Context: an optimization exercise on an open-source flow, tuned for small area, a short achievable clock period and few clock cycles per item. The choices shown serve that exercise and are no tape-out recipe.
Only simulation tests tie the RTL to the original design; equivalence was not proved.
Power is estimated from default activity; no workload was simulated.

==> flow/config.mk <==
export PLATFORM = sky130hd
export DESIGN_NAME = exec_stage
export DESIGN_NICKNAME = exec_stage
export VERILOG_FILES = /design/flow/design.v
export SDC_FILE = /design/flow/constraint.sdc
export NUM_CORES = 4
export LEC_CHECK = 0
export CAP_MARGIN = 20
export CORE_MARGIN = 2
export CORE_UTILIZATION = 40
export PLACE_DENSITY = 0.5
export SLEW_MARGIN = 20
==> flow/constraint.sdc <==
create_clock -name core_clock -period 8.0 [get_ports {clock}]
set_input_delay 1.6000 -clock core_clock [delete_from_list [all_inputs] [get_ports {clock}]]
set_output_delay 1.6000 -clock core_clock [all_outputs]
set_load 0.01 [all_outputs]
==> flow/design.v <==
`default_nettype none
module exec_operand_select (
    input  logic [1:0]  opa_select,
    input  logic [2:0]  opb_select,
    input  logic [31:0] inst,
    input  logic [31:0] pc,
    input  logic [31:0] rs1_value,
    input  logic [31:0] rs2_value,
    output logic [31:0] opa,
    output logic [31:0] opb
);
    localparam logic [1:0] RS1 = 2'd0, NPC = 2'd1, PC = 2'd2;
    localparam logic [2:0] RS2 = 3'd0, I_IMM = 3'd1, S_IMM = 3'd2, B_IMM = 3'd3,
                           U_IMM = 3'd4, J_IMM = 3'd5;
    logic [31:0] i_imm;
    logic [31:0] s_imm;
    logic [31:0] b_imm;
    logic [31:0] u_imm;
    logic [31:0] j_imm;
    assign i_imm = {{20{inst[31]}}, inst[31:20]};
    assign s_imm = {{20{inst[31]}}, inst[31:25], inst[11:7]};
    assign b_imm = {{19{inst[31]}}, inst[31], inst[7], inst[30:25], inst[11:8], 1'b0};
    assign u_imm = {inst[31:12], 12'b0};
    assign j_imm = {{11{inst[31]}}, inst[31], inst[19:12], inst[20], inst[30:21], 1'b0};
    always_comb begin
        case (opa_select)
            RS1:     opa = rs1_value;
            NPC:     opa = pc + 32'd4;    
            PC:      opa = pc;
            default: opa = '0;
        endcase
    end
    always_comb begin
        case (opb_select)
            RS2:     opb = rs2_value;
            I_IMM:   opb = i_imm;
            S_IMM:   opb = s_imm;
            B_IMM:   opb = b_imm;
            U_IMM:   opb = u_imm;
            J_IMM:   opb = j_imm;
            default: opb = '0;   
        endcase
    end
endmodule
`default_nettype wire
`default_nettype none
module exec_alu (
    input  logic        clock,
    input  logic        reset,
    input  logic        start,
    input  logic [3:0]  func,
    input  logic [31:0] opa,
    input  logic [31:0] opb,
    input  logic [4:0]  tag,
    input  logic        grant,
    output logic        done,
    output logic [31:0] result,
    output logic [4:0]  done_tag
);
    localparam logic [3:0] ALU_ADD = 4'd0, ALU_SUB = 4'd1, ALU_AND = 4'd2, ALU_OR = 4'd3,
                           ALU_XOR = 4'd4, ALU_SLT = 4'd5, ALU_SLTU = 4'd6, ALU_SLL = 4'd7,
                           ALU_SRL = 4'd8, ALU_SRA = 4'd9;
    logic [31:0] alu_out;
    logic [4:0]  shamt;
    assign shamt = opb[4:0];   
    always_comb begin
        case (func)
            ALU_ADD:  alu_out = opa + opb;
            ALU_SUB:  alu_out = opa - opb;
            ALU_AND:  alu_out = opa & opb;
            ALU_OR:   alu_out = opa | opb;
            ALU_XOR:  alu_out = opa ^ opb;
            ALU_SLT:  alu_out = {31'b0, $signed(opa) < $signed(opb)};
            ALU_SLTU: alu_out = {31'b0, opa < opb};
            ALU_SLL:  alu_out = opa << shamt;
            ALU_SRL:  alu_out = opa >> shamt;
            ALU_SRA:  alu_out = $signed(opa) >>> shamt;
            default:  alu_out = '0;   
        endcase
    end
    always_ff @(posedge clock) begin
        if (reset) begin
            done <= 1'b0;
        end else if (start) begin
            done <= 1'b1;
        end else if (grant) begin
            done <= 1'b0;
        end
    end
    always_ff @(posedge clock) begin
        if (start) begin
            result   <= alu_out;
            done_tag <= tag;
        end
    end
endmodule
`default_nettype wire
`default_nettype none
module exec_branch_unit (
    input  logic        clock,
    input  logic        reset,
    input  logic        start,
    input  logic [31:0] inst,
    input  logic [31:0] opa,
    input  logic [31:0] opb,
    input  logic [31:0] rs1_value,
    input  logic [31:0] rs2_value,
    input  logic [4:0]  tag,
    input  logic        grant,
    output logic        done,
    output logic [31:0] target,
    output logic        take,
    output logic [4:0]  done_tag
);
    localparam logic [6:0] OPCODE_JAL  = 7'b1101111;
    localparam logic [6:0] OPCODE_JALR = 7'b1100111;
    localparam logic [2:0] F3_BEQ = 3'b000, F3_BNE = 3'b001, F3_BLT = 3'b100,
                           F3_BGE = 3'b101, F3_BLTU = 3'b110, F3_BGEU = 3'b111;
    logic [6:0]  opcode;
    logic [2:0]  funct3;
    logic        is_jalr;
    logic        cond_take;
    logic [31:0] sum;
    assign opcode  = inst[6:0];
    assign funct3  = inst[14:12];
    assign is_jalr = (opcode == OPCODE_JALR);
    assign sum     = opa + opb;
    always_comb begin
        case (funct3)
            F3_BEQ:  cond_take = (rs1_value == rs2_value);
            F3_BNE:  cond_take = (rs1_value != rs2_value);
            F3_BLT:  cond_take = ($signed(rs1_value) < $signed(rs2_value));
            F3_BGE:  cond_take = ($signed(rs1_value) >= $signed(rs2_value));
            F3_BLTU: cond_take = (rs1_value < rs2_value);
            F3_BGEU: cond_take = (rs1_value >= rs2_value);
            default: cond_take = 1'b0;
        endcase
    end
    always_ff @(posedge clock) begin
        if (reset) begin
            done <= 1'b0;
        end else if (start) begin
            done <= 1'b1;
        end else if (grant) begin
            done <= 1'b0;
        end
    end
    always_ff @(posedge clock) begin
        if (start) begin
            target   <= {sum[31:1], sum[0] & ~is_jalr};   
            take     <= (opcode == OPCODE_JAL) || is_jalr || cond_take;
            done_tag <= tag;
        end
    end
endmodule
`default_nettype wire
`default_nettype none
module exec_multiplier #(
    parameter int BITS_PER_CYCLE = 8
) (
    input  logic        clock,
    input  logic        reset,
    input  logic        start,
    input  logic [3:0]  func,
    input  logic [31:0] opa,
    input  logic [31:0] opb,
    input  logic [4:0]  tag,
    input  logic        grant,
    output logic        done,
    output logic [31:0] product,
    output logic [4:0]  done_tag
);
    localparam int XLEN        = 32;
    localparam int STEPS       = XLEN / BITS_PER_CYCLE;
    localparam int COUNT_WIDTH = $clog2(STEPS + 1);
    localparam logic [3:0] ALU_MUL = 4'd10, ALU_MULH = 4'd11, ALU_MULHSU = 4'd12;
    localparam logic [1:0] IDLE = 2'd0, RUN = 2'd1, HOLD = 2'd2;
    localparam logic [COUNT_WIDTH-1:0] LAST_COUNT = STEPS;
    logic [1:0]             state;
    logic [COUNT_WIDTH-1:0] count;
    logic                   last_step;
    logic                   opa_signed;
    logic                   opb_signed;
    logic                   high_word;    
    logic [2*XLEN-1:0]      mcand;
    logic [2*XLEN-1:0]      mplier;
    logic [2*XLEN-1:0]      acc;
    logic [2*XLEN-1:0]      partial;
    logic [2*XLEN-1:0]      corrected;
    assign opa_signed = (func == ALU_MUL) || (func == ALU_MULH) || (func == ALU_MULHSU);
    assign opb_signed = (func == ALU_MUL) || (func == ALU_MULH);
    assign last_step  = (count == LAST_COUNT);
    assign partial    = mcand * {{(2*XLEN-BITS_PER_CYCLE){1'b0}}, mplier[BITS_PER_CYCLE-1:0]};
    assign corrected = mplier[0] ? acc - mcand : acc;
    always_ff @(posedge clock) begin
        if (reset) begin
            state <= IDLE;
            count <= '0;
            done  <= 1'b0;
        end else if (start) begin
            state <= RUN;
            count <= '0;
            done  <= 1'b0;
        end else begin
            case (state)
                RUN: begin
                    if (last_step) begin
                        state <= HOLD;
                        done  <= 1'b1;
                    end else begin
                        count <= count + 1'b1;
                    end
                end
                HOLD: begin
                    if (grant) begin
                        state <= IDLE;
                        done  <= 1'b0;
                    end
                end
                default: ;
            endcase
        end
    end
    always_ff @(posedge clock) begin
        if (start) begin
            mcand     <= {{XLEN{opa_signed & opa[XLEN-1]}}, opa};
            mplier    <= {{XLEN{opb_signed & opb[XLEN-1]}}, opb};
            acc       <= '0;
            high_word <= (func != ALU_MUL);
            done_tag  <= tag;
        end else if (state == RUN) begin
            if (last_step) begin
                product <= high_word ? corrected[2*XLEN-1:XLEN] : corrected[XLEN-1:0];
            end else begin
                acc    <= acc + partial;
                mcand  <= mcand << BITS_PER_CYCLE;
                mplier <= mplier >> BITS_PER_CYCLE;
            end
        end
    end
endmodule
`default_nettype wire
`default_nettype none
module exec_complete_arbiter #(
    parameter int COMPLETE_CREDITS = 2
) (
    input  logic        clock,
    input  logic        reset,
    input  logic        alu_done,
    input  logic        mult_done,
    input  logic        branch_done,
    input  logic [31:0] alu_result,
    input  logic [31:0] mult_result,
    input  logic [31:0] branch_target,
    input  logic [4:0]  alu_tag,
    input  logic [4:0]  mult_tag,
    input  logic [4:0]  branch_tag,
    input  logic        branch_take,
    input  logic        complete_credit,
    output logic [2:0]  grant,
    output logic        complete_valid,
    output logic [1:0]  complete_fu,
    output logic [4:0]  complete_tag,
    output logic [31:0] complete_result,
    output logic        complete_take
);
    localparam int CREDIT_WIDTH = $clog2(COMPLETE_CREDITS + 1);
    localparam logic [CREDIT_WIDTH-1:0] INIT_CREDITS = COMPLETE_CREDITS;
    localparam logic [1:0] FU_ALU = 2'd0, FU_MULT = 2'd1, FU_BRANCH = 2'd2;
    logic [CREDIT_WIDTH-1:0] credits;
    logic                    granted;
    logic [1:0]              win_fu;
    logic [4:0]              win_tag;
    logic [31:0]             win_result;
    logic                    win_take;
    always_comb begin
        grant = '0;
        if (credits != '0) begin
            if (alu_done)         grant[FU_ALU]    = 1'b1;
            else if (mult_done)   grant[FU_MULT]   = 1'b1;
            else if (branch_done) grant[FU_BRANCH] = 1'b1;
        end
    end
    assign granted = |grant;
    always_comb begin
        win_fu     = FU_ALU;
        win_tag    = alu_tag;
        win_result = alu_result;
        win_take   = 1'b0;
        if (grant[FU_MULT]) begin
            win_fu     = FU_MULT;
            win_tag    = mult_tag;
            win_result = mult_result;
        end else if (grant[FU_BRANCH]) begin
            win_fu     = FU_BRANCH;
            win_tag    = branch_tag;
            win_result = branch_target;
            win_take   = branch_take;
        end
    end
    always_ff @(posedge clock) begin
        if (reset) begin
            credits        <= INIT_CREDITS;
            complete_valid <= 1'b0;
        end else begin
            credits        <= credits + {{(CREDIT_WIDTH-1){1'b0}}, complete_credit}
                                      - {{(CREDIT_WIDTH-1){1'b0}}, granted};
            complete_valid <= granted;
        end
    end
    always_ff @(posedge clock) begin
        if (granted) begin
            complete_fu     <= win_fu;
            complete_tag    <= win_tag;
            complete_result <= win_result;
            complete_take   <= win_take;
        end
    end
endmodule
`default_nettype wire
`default_nettype none
module exec_stage #(
    parameter int BITS_PER_CYCLE   = 8,
    parameter int COMPLETE_CREDITS = 2
) (
    input  logic        clock,
    input  logic        reset,
    input  logic        issue_valid,
    input  logic [1:0]  issue_fu,
    input  logic [3:0]  issue_func,
    input  logic [1:0]  opa_select,
    input  logic [2:0]  opb_select,
    input  logic [31:0] inst,
    input  logic [31:0] pc,
    input  logic [31:0] rs1_value,
    input  logic [31:0] rs2_value,
    input  logic [4:0]  issue_tag,
    input  logic        complete_credit,
    output logic [2:0]  fu_free,
    output logic        complete_valid,
    output logic [1:0]  complete_fu,
    output logic [4:0]  complete_tag,
    output logic [31:0] complete_result,
    output logic        complete_take
);
    localparam logic [1:0] FU_ALU = 2'd0, FU_MULT = 2'd1, FU_BRANCH = 2'd2;
    logic [31:0] opa, opb;
    logic        alu_start, mult_start, branch_start;
    logic        alu_done, mult_done, branch_done;
    logic [31:0] alu_result, mult_result, branch_target;
    logic [4:0]  alu_tag, mult_tag, branch_tag;
    logic        branch_take;
    assign alu_start    = issue_valid && (issue_fu == FU_ALU);
    assign mult_start   = issue_valid && (issue_fu == FU_MULT);
    assign branch_start = issue_valid && (issue_fu == FU_BRANCH);
    exec_operand_select u_operand_select (
        .opa_select, .opb_select, .inst, .pc, .rs1_value, .rs2_value, .opa, .opb
    );
    exec_alu u_alu (
        .clock, .reset, .start(alu_start), .func(issue_func), .opa, .opb,
        .tag(issue_tag), .grant(fu_free[FU_ALU]),
        .done(alu_done), .result(alu_result), .done_tag(alu_tag)
    );
    exec_branch_unit u_branch_unit (
        .clock, .reset, .start(branch_start), .inst, .opa, .opb, .rs1_value, .rs2_value,
        .tag(issue_tag), .grant(fu_free[FU_BRANCH]),
        .done(branch_done), .target(branch_target), .take(branch_take), .done_tag(branch_tag)
    );
    exec_multiplier #(.BITS_PER_CYCLE(BITS_PER_CYCLE)) u_multiplier (
        .clock, .reset, .start(mult_start), .func(issue_func), .opa, .opb,
        .tag(issue_tag), .grant(fu_free[FU_MULT]),
        .done(mult_done), .product(mult_result), .done_tag(mult_tag)
    );
    exec_complete_arbiter #(.COMPLETE_CREDITS(COMPLETE_CREDITS)) u_complete_arbiter (
        .clock, .reset, .alu_done, .mult_done, .branch_done,
        .alu_result, .mult_result, .branch_target, .alu_tag, .mult_tag, .branch_tag,
        .branch_take, .complete_credit, .grant(fu_free),
        .complete_valid, .complete_fu, .complete_tag, .complete_result, .complete_take
    );
endmodule
`default_nettype wire
==> flow/run.sh <==
#!/bin/bash
# synth_recipe.tcl (not shown) runs the flow's synth.tcl, then flattens the netlist and writes it again
# the make line also repeats each setting of config.mk as NAME=value (left out here)
make -C /OpenROAD-flow-scripts/flow DESIGN_CONFIG=/design/flow/config.mk WORK_HOME=/design/flow/orfs CLKGATE_MAP_FILE= SYNTH_SCRIPT=/design/flow/synth_recipe.tcl finish
==> key figures <==
STA
  – Min Tclk post-route: 7.02 ns
  – Final Setup Violations: 0
  – Max Slew Vio Count: 0
  – Final worst slack: 0.985 ns
  – Final Hold Vio Count: 0
  – Relative slew slack: 23.3%
  – Final setup TNS: 0 ns
  – Fmax: 143 MHz
  – Worst-Margin Slew: 1.15 ns
  – Final period util: 87.7%
  – RSZ-0062 raised after global routing: no
  – Fin Hold WS: 0.506 ns
  – Worst Clk Skew: 0.0543 ns

Finish
  – Share of cells above drive strength 1: 6.02%
  – Area occupied by multi-input gates: 31,400 µm²
  – Area delta synth->final: 11.4%
  – Reg area: 9080 µm²
  – Finished Cell Area: 49,300 µm²
  – # fillers: 11,300
  – Layout Utilization: 44.8%
  – # nets final: 6,161
  – Finished Layout Cells: 6,851

Worst hold path
  – Cell count of the worst hold path: 2
  – Hold/Removal Path Class: reg -> reg
  – Hold path start: u_multiplier.state[0]
  – End point of the worst hold path: u_multiplier.state[0]

Critical path
  – Reg2reg start: u_multiplier.mplier[6]
  – Crit-path max cell delay: 0.76 ns
  – Crit path buf inv count: 4
  – Arrival time of the worst setup path: 7.49 ns
  – Crit path max fanout: 43
  – R2R Path End: u_multiplier.acc[61]
  – CP startpoint kind: flop
  – R2R Setup Slk: 0.98 ns
  – Critical path's top delay family: compound AO/OA/AOI/OAI gates
  – Crit path cell chain: buf_4 -> and2_1 -> fa_1 -> fa_1 -> fa_1 -> inv_1 -> fa_1 -> inv_1 -> ha_1 -> a211o_1 -> a21oi_1 -> o211ai_1 -> a21o_1 -> a2111oi_1 -> buf_4 -> or3_1 -> a31o_2 -> o31ai_1 -> o31ai_1 -> xor2_1 -> a21oi_1
  – Critical Path RT: 8.47 ns
  – Slowest-stage cell, CP: edfxtp_1
  – CP most frequent cell: fa_1
  – Register-to-Register Path Depth: 21
  – Critical path class: reg -> reg
  – CP Capture Type: flop

Yosys
  – Post-Syn Area per Cell: 8.43 µm²
  – Syn Inst Count: 5,253
  – Async SR Flop Fraction: 0%
  – Mux contribution to synthesized area: 3.87%
  – Leading area contributor after synthesis: fa_1
  – Top_reg_cell synth: edfxtp_1
  – Post-synthesis simple-gate area fraction: 17.9%
  – Sequential fraction of the synthesis area: 20.5%
  – Largest family of logic cells by synthesized area: adder cells
  – Syn Nets: 6,086
  – Count leader, synth: inv_1
  – Synth Area in XOR/XNOR: 3.40%
  – Post-synth top cells: inv_1, nand2_1, fa_1
  – Syn Std Cell Area: 44,300 µm²
  – Distinct cells, synth: 113
  – Yosys reg bits: 327
  – Area contributors post-synth: fa_1, edfxtp_1, ha_1
  – Number of synthesized flops with an enable pin: 253
  – Area share of the largest cell type after synthesis: 18.7%
  – Synth warn: 5
  – Compound-Gate Fraction of Synth Area: 19.3%
  – Post-synthesis adder-cell area fraction: 26.4%

Drt
  – Vias: 39,600
  – 1st-iter DRT viols: 3,009
  – Post-route ant nets: 0
  – Final wirelength: 187 mm
  – # DRC: 0
  – Average via count per standard cell: 5.79
  – First-pass DRT Iterations: 6
  – DR WL/cell: 27.4 µm

Power
  – Clock power share: 10.7%
  – Internal power: 9.01 mW
  – Net switching power: 9.83 mW
  – Pwr dens: 382 nW/µm²
  – Switching Share: 52.2%
  – Comb power frac: 76.0%
  – Tot Pwr: 18.8 mW
  – Max VDD drop: 0.000319 V
  – Static Leak: 21.7 nW
  – Power share of the sequential group: 13.3%

Clocking
  – Clk sinks: 327
  – Worst-path clk slew: 0.06 ns
  – Clock root cell: clkbuf_16
  – Worst-skew pair later-pin latency: 0.64 ns
  – H-tree depth: 2
  – CTS Buffer Depth: 3
  – CTS resizes: 0
  – Cts bufs inserted: 42
  – Post-CTS setup buffer count: 0
  – Hold_buf cts: 0
  – CTS tree: built

Outcome
  – Status: no timing/DRC/antenna violations

Placement
  – Cell total after placement: 6,772
  – Dpl hpwl: 150 mm
  – Pre-CTS WS: 0.631 ns
  – Placed instance area: 47,900 µm²
  – Port Buf Inserts: 191
  – Placer Congestion: 1.04

Run
  – # Max-Cap Violations: 0

Global route
  – Vias in the first global route: 40,100
  – GRT Residual Overflow: 0
  – Largest net degree at the start of global routing: 84
  – Initial antenna violation count: 8
  – Total Routing Usage GR: 33.0%
  – Global-route wire length before repair: 275 mm

Floorplan
  – Total die area: 113,000 µm²
  – Core footprint: 110,000 µm²
  – Die W: 337 µm
  – Height of the die: 337 µm
  – Initial Util: 40.2%
  – # IOs: 192
  – Row count: 122
[flip-flops by register name, summed over array words and instances (netlist names), 2 cells and up]
register	cells
u_branch_unit.target	32
u_complete_arbiter.complete_result	32
u_complete_arbiter.credits	2
u_alu.done_tag	5
u_multiplier.mcand	64
u_multiplier.mplier	36
u_complete_arbiter.complete_tag	5
u_multiplier.count	3
u_complete_arbiter.complete_fu	2
u_multiplier.done_tag	5
u_alu.result	32
u_multiplier.product	32
u_multiplier.acc	64
u_branch_unit.done_tag	5
[area by class of cell]
class                           count  share of cell area [%]
Multi-Input combinational cell   3929                    63.7
Clock buffer                       48                    2.18
Tap cell                         1488                    3.77
Timing Repair Buffer              322                    5.87
Clock inverter                     30                   0.723
Antenna cell                        1                 0.00507
Sequential cell                   327                    18.4
Inverter                          706                    5.38
[power groups by stage]
stage | sequential, mW | clock [mW] | combinational (mW)
global placement | 2.53 | 0 | 14.2
global route | 2.52 | 2.10 | 16.0
CTS | 2.50 | 2.05 | 14.3
floorplan | 2.32 | 0 | 10.5
detailed placement | 2.53 | 0 | 14.2
finish | 2.50 | 2.02 | 14.3
[logic make-up (layout without fill, tap and decap cells)]
| logic type | count (synthesis) | in the layout |
|---|---|---|
| compound gates | 1309 | 1309 |
| fa+ha+maj | 685 | 685 |
| mux | 139 | 139 |
| buf+inv | 997 | 1106 |
| xor+xnor | 172 | 172 |
| simple gates | 1624 | 1624 |
| flops | 327 | 327 |
| other cells | 0 | 1 |
[worst max-delay path by stage]
stage / start / to / cells after the start
after detailed placement: pc[2] / u_alu.result[30] / 17
after CTS: u_multiplier.mplier[3] / u_multiplier.acc[61] / 21
after global placement: pc[2] / u_alu.result[30] / 17
after floorplan: opb_select[0] / u_alu.result[30] / 22
after global routing: u_multiplier.mplier[6] / u_multiplier.acc[61] / 21
final: u_multiplier.mplier[6] / u_multiplier.acc[61] / 21
[cell usage in the layout (no fill, tap or decap), types with 13 or more instances in the layout]
cell type,count
or3_1,19
nor3_1,75
and3_1,40
a31oi_1,37
xor2_1,58
o211ai_1,36
nor4_1,15
ha_1,272
buf_4,131
fa_1,413
o21bai_1,30
o22ai_1,43
nor2b_1,43
mux2i_1,98
o221ai_1,23
dfxtp_1,74
nand2b_1,30
inv_1,696
nand2_1,570
a21o_1,105
and2_1,357
o21ai_0,312
clkbuf_16,42
nand4_1,34
a22oi_1,32
nand3_1,73
xnor2_1,114
a211oi_1,46
a21oi_1,366
mux4_2,24
edfxtp_1,253
a211o_1,18
mux2_2,16
o21a_1,34
o31ai_1,19
a221o_1,13
nor2_1,302
clkdlybuf4s50_1,191
[worst min-delay path, cell delays in order (launching register included)]
cell     delay, ns
dfxtp_1       0.32
o21ai_0       0.07
a21oi_1       0.06
[layer usage]
layer	up-vias	share of wire, %	track usage [%]
met4	6	7.3	20.2
li1	18000	-	-
met1	19700	41	41.0
met5	-	0.022	0
met3	395	5.4	3.98
met2	1482	47	54.7
Testbench counts, summed over its fixed seeds: cycles 48,698, items 32,000.

[port drivers added, routing unchanged]
How much do the figures lean on ideal ports? The routed layout below was timed once more, with nothing changed but the port constraints. Step 1 assumes that a clkbuf_16 drives the clock port and a buf_2 every other input. Step 2, shift: input delay + t, output delay - t, t = (earliest + latest rising clock arrival at the registers) / 2. This alone moves slack from input paths to output paths. Three values: ideal ports, drivers, drivers and shift; two values: the first two.
t (ns): 0.691
slack for setup (ns): 0.985 / 0.985 / 0.598
hold WS [ns]: 0.506 / 0.506 / 0.506
worst setup path after step 2: input to register
worst register clock-pin slew, ns: 0.07 / 0.07
After both steps setup and hold are still met in this run. For this run, drivers alone change the setup slack by 0.000 ns; drivers and shift together by -0.387 ns.
